Source: an optimization exercise on an open RTL-to-GDS flow (aim: a short achievable clock period and few clock cycles per item). Production flows keep margins and buffers that such runs may drop.
Only simulation tests tie the RTL to the original design; equivalence was not proved.
Power and IR drop assume default switching activity.

## multi_delimiter_record_splitter_top
module multi_delimiter_record_splitter_top (
	input  logic                 clk,
	input  logic                 arst_n,
	input  logic                 data_in_valid,
	output logic                 data_in_ready,
	input  logic [7:0]           data_in_data_byte,
	input  logic                 data_in_end_of_input,
	output logic                 data_out_valid,
	input  logic                 data_out_ready,
	output logic [7:0]           data_out_out_byte,
	output logic                 data_out_is_data,
	output logic                 data_out_matched,
	output logic [mdrs_pkg::IDX_W-1:0] data_out_separator_index,
	output logic                 data_out_last,
	input  logic                 cfg_valid,
	output logic                 cfg_ready,
	input  logic [mdrs_pkg::CFG_IDX_W-1:0] cfg_index,
	input  logic [mdrs_pkg::SEP_W-1:0] cfg_data
);
	logic [3:0][7:0][7:0] sep_b;
	logic [3:0][7:0]      ci_b;
	logic [3:0][7:0]      lmask;
	logic [3:0][3:0]      beats;
	logic [3:0][mdrs_pkg::PTR_W-1:0] back;
	logic                 esc_en;
	logic [7:0]           esc_byte;
	logic       s_valid, s_push, s_match, s_eoi;
	logic [7:0] s_byte;
	logic [1:0] s_idx;
	logic [mdrs_pkg::PTR_W-1:0] s_back;
	logic       p0, p1;
	logic       rst_q;
	logic       rdy_int;
	mdrs_cfg u_cfg (
		.clk      (clk),
		.rst_q    (rst_q),
		.wr_valid (cfg_valid),
		.wr_ready (cfg_ready),
		.wr_index (cfg_index),
		.wr_data  (cfg_data),
  ...
==> module mdrs_emit, before the edit <==
module mdrs_emit (
	input  logic        clk,
	input  logic        arst_n,
	output logic        rst_q,        
	input  logic        s_valid,
	input  logic        s_push,
	input  logic        s_match,
	input  logic        s_eoi,
	input  logic [7:0]  s_byte,
	input  logic [1:0]  s_idx,
	input  logic [mdrs_pkg::PTR_W-1:0] s_back,
	input  logic        p0,
	input  logic        p1,
	output logic        in_ready,
	output logic        rdy_int,      
	output logic             res_valid,
	input  logic             res_ready,
	output logic [7:0]       res_out_byte,
	output logic             res_is_data,
	output logic             res_matched,
	output logic [1:0]       res_separator_index,
	output logic             res_last
);
	localparam int N  = mdrs_pkg::BUF_N;
	localparam int PW = mdrs_pkg::PTR_W;
	always_ff @(posedge clk or negedge arst_n) begin
		if (!arst_n) rst_q <= 1'b0;
		else         rst_q <= 1'b1;
	end
	logic [PW-1:0] wr_q, cm_q;
	logic [3:0]    fill_q;
	logic          full;
	logic [PW-1:0] pos;
	logic          ovf;
	assign full = fill_q[3];
	assign pos  = wr_q + s_back;
	assign ovf  = s_valid && s_push && full;
	always_ff @(posedge clk) begin
		if (!rst_q) begin
			wr_q   <= '0;
			cm_q   <= '0;
			fill_q <= '0;
		end else if (s_valid) begin
			wr_q <= pos + PW'(1);
			if (s_push) begin
				if (full) cm_q <= cm_q + PW'(1);
				else      fill_q <= fill_q + 4'd1;
			end else begin
				cm_q   <= pos + PW'(1);
				fill_q <= '0;
			end
		end
	end
	logic [PW-1:0] cm_v;        
	logic [N-1:0][7:0] bq_byte;
	logic [N-1:0]      bq_data;
	logic [N-1:0]      bq_matched;
	logic [N-1:0][1:0] bq_idx;
	logic [N-1:0]      bq_last;
	assign cm_v = cm_q;
	always_ff @(posedge clk) begin
		for (int i = 0; i < N; i++) begin
			if (s_valid && pos == PW'(i)) begin
				bq_byte[i]    <= s_push ? s_byte : 8'd0;
				bq_data[i]    <= s_push;
				bq_matched[i] <= s_match;
				bq_idx[i]     <= s_match ? s_idx : 2'd0;
				bq_last[i]    <= !s_push;
			end else if (ovf && cm_q == PW'(i)) begin
				bq_last[i]    <= 1'b1;
			end
		end
	end
	logic          o_valid_q;   
	logic          o_vld_i;     
	logic [7:0]    o_byte_q;
	logic          o_data_q;
	logic          o_matched_q;
	logic [1:0]    o_idx_q;
	logic          o_last_q;
	logic [PW-1:0] rd_q;
	logic [PW-1:0] rd1_q;       
	logic [PW-1:0] rd2_q;       
	logic [PW-1:0] rd3_q;       
	logic [12:0]   r0_q, r1_q, r2_q;
	logic          t_q;
	logic [PW-1:0] c_q;
	logic          taken;
	logic [12:0]   ent_lo;      
	logic [12:0]   ent_hi;      
	logic          vld_lo;
	logic          vld_hi;
	assign taken  = o_vld_i && res_ready;
	assign ent_lo = t_q ? r1_q : r0_q;
	assign ent_hi = t_q ? r2_q : r1_q;
	assign vld_lo = (rd_q != c_q);
	assign vld_hi = (rd1_q != c_q);
	always_ff @(posedge clk) begin
		r0_q <= {bq_byte[rd_q], bq_data[rd_q], bq_matched[rd_q], bq_idx[rd_q], bq_last[rd_q]};
		r1_q <= {bq_byte[rd1_q], bq_data[rd1_q], bq_matched[rd1_q], bq_idx[rd1_q], bq_last[rd1_q]};
		r2_q <= {bq_byte[rd2_q], bq_data[rd2_q], bq_matched[rd2_q], bq_idx[rd2_q], bq_last[rd2_q]};
		c_q  <= rst_q ? cm_v : '0;
		t_q  <= rst_q && taken;
	end
	always_ff @(posedge clk or negedge arst_n) begin
		if (!arst_n) begin
			o_valid_q <= 1'b0;
		end else begin
			o_valid_q <= taken ? vld_hi : vld_lo;
		end
	end
	always_ff @(posedge clk) begin
		o_vld_i <= rst_q && (taken ? vld_hi : vld_lo);
	end
	always_ff @(posedge clk) begin
		if (!rst_q) begin
			rd_q  <= '0;
			rd1_q <= PW'(1);
			rd2_q <= PW'(2);
			rd3_q <= PW'(3);
		end else if (taken) begin
			rd_q  <= rd1_q;
			rd1_q <= rd2_q;
			rd2_q <= rd3_q;
			rd3_q <= rd3_q + PW'(1);
		end
	end
	always_ff @(posedge clk) begin
		{o_byte_q, o_data_q, o_matched_q, o_idx_q, o_last_q} <= taken ? ent_hi : ent_lo;
	end
	logic [PW-1:0] occ;
	logic          rdy_q;
	logic          rdy_d;
	assign occ = wr_q - rd_q;
	assign rdy_d = rst_q && (({1'b0, occ} + (PW+1)'(s_valid) + (PW+1)'(p1) + (PW+1)'(p0) +
		(PW+1)'(rdy_q)) <= (PW+1)'(N - 2));
	always_ff @(posedge clk) begin
		rdy_q <= rdy_d;
	end
	assign in_ready            = rdy_q;
	assign rdy_int             = rdy_q;
	assign res_valid           = o_valid_q;
	assign res_out_byte        = o_byte_q;
	assign res_is_data         = o_data_q;
	assign res_matched         = o_matched_q;
	assign res_separator_index = o_idx_q;
	assign res_last            = o_last_q;
endmodule
clock: 16.0 ns
lec_check: 0
abc_clock_period_in_ps: 3500
cap_margin: 20
core_margin: 2
core_utilization: 60
cts_cluster_diameter: 80
cts_cluster_size: 24
place_density: 0.7
slew_margin: 20
standard.sh (not shown) runs the stock make flow with config.mk's settings and CLKGATE_MAP_FILE= SYNTH_SCRIPT=/design/flow/synth_recipe.tcl, a recipe that flattens the netlist after the stock synthesis.
==> flow/flow/run.sh <==
#!/bin/bash
# The standard layout, with these changes in how it is made:
#  - pins: the result channel's pins are kept on one edge (pins.tcl);
#  - after placement, each output port's buffer is moved next to its pin and the
#    flip-flop that drives it next to the buffer (pull_io_flops.tcl), and the
#    placement legalized again;
#  - the timing repair steps (after CTS and global route) aim for extra setup
#    slack beyond the design's clock period.
# The constraints (SDC), synthesis and every other step are the standard ones.
set -euo pipefail
M=12
R=$PWD/orfs/results/sky130hd/multi_delimiter_record_splitter_top/base
bash standard.sh SETUP_SLACK_MARGIN=$M $R/3_1_place_gp_skip_io.odb > place_skip_io.log 2>&1
RESULTS=$R openroad -no_init -exit flow/pins.tcl > pins.log 2>&1
bash standard.sh SETUP_SLACK_MARGIN=$M place > place.log 2>&1
RESULTS=$R openroad -no_init -exit flow/pull_io_flops.tcl > pull_io_flops.log 2>&1
bash standard.sh SETUP_SLACK_MARGIN=$M finish > finish.log 2>&1
Other scripts of this flow, unchanged in this note and not shown: flow/flow/pins.tcl, flow/flow/pull_io_flops.tcl
Testbench counts at the start, summed over its fixed seeds: cycles 39,293, items 38,935.
Then changed:
--- a/flow/design.v
+++ b/flow/design.v
@@ -330,20 +330,28 @@
 	end
 	always_ff @(posedge clk) begin
 		{o_byte_q, o_data_q, o_matched_q, o_idx_q, o_last_q} <= taken ? ent_hi : ent_lo;
 	end
 	logic [PW-1:0] occ;
-	logic          rdy_q;
+	logic          rdy_q;       
+	logic          rdy_i;       
 	logic          rdy_d;
 	assign occ = wr_q - rd_q;
-	assign rdy_d = rst_q && (({1'b0, occ} + (PW+1)'(s_valid) + (PW+1)'(p1) + (PW+1)'(p0) +
-		(PW+1)'(rdy_q)) <= (PW+1)'(N - 2));
+	assign rdy_d = (({1'b0, occ} + (PW+1)'(s_valid) + (PW+1)'(p1) + (PW+1)'(p0) +
+		(PW+1)'(rdy_i)) <= (PW+1)'(N - 2));
+	always_ff @(posedge clk or negedge arst_n) begin
+		if (!arst_n) begin
+			rdy_q <= 1'b0;
+		end else begin
+			rdy_q <= rdy_d;
+		end
+	end
 	always_ff @(posedge clk) begin
-		rdy_q <= rdy_d;
+		rdy_i <= rdy_d;
 	end
 	assign in_ready            = rdy_q;
-	assign rdy_int             = rdy_q;
+	assign rdy_int             = rdy_i;
 	assign res_valid           = o_valid_q;
 	assign res_out_byte        = o_byte_q;
 	assign res_is_data         = o_data_q;
 	assign res_matched         = o_matched_q;
 	assign res_separator_index = o_idx_q;
After rerunning: The new run went through all stages and came out clean. Worst setup slack barely changes. Routed wire length climbs by 2.4%. Count of clock-buffer cells in the layout drops by 3. Flip-flop and latch count climbs by 1. Utilization climbs by 0.64 points. Final area drops by 0.63%. Global-route usage climbs by 1.1 points. Hold slack improves by 0.0085 ns. First-iteration DRC count climbs by 19%. Critical path depth is unchanged. Maximum frequency barely changes. Combinational power climbs by 20%.
Testbench counts after the change, summed over its fixed seeds: cycles 39,285, items 38,935.

re-timing with driven ports:
How much do the figures lean on ideal ports? The routed layouts below were timed once more, with nothing changed but the port constraints.
Step 1 sets driving cells, clkbuf_16 on the clock port and buf_2 on the other inputs (assumed; they add their load-dependent delay and slew).
Step 2 adds t to the input delays and takes it off the output delays; t is the mean of the earliest and latest rising clock arrival at the registers after step 1. Input paths then give back, and output paths get back, about the clock's delay inside the block.
Slacks: ideal / step 1 / step 2; pairs: ideal / step 1.
| run | t, ns | slack for setup (ns) | hold WS [ns] | clock arrival spread, ns | slew at the worst register clock pin (ns) |
|---|---|---|---|---|---|
| the first run | 0.696 | 11.632 / 11.571 / 11.390 | 0.459 / 0.459 / 0.459 | 0.038 / 0.038 | 0.10 / 0.10 |
| the second run | 0.697 | 11.632 / 11.568 / 11.394 | 0.468 / 0.468 / 0.468 | 0.038 / 0.037 | 0.10 / 0.10 |
After both steps setup and hold are still met in every run listed. The setup slack of the first run, which loses most, moves by -0.061 ns with the drivers and by -0.242 ns with both steps.
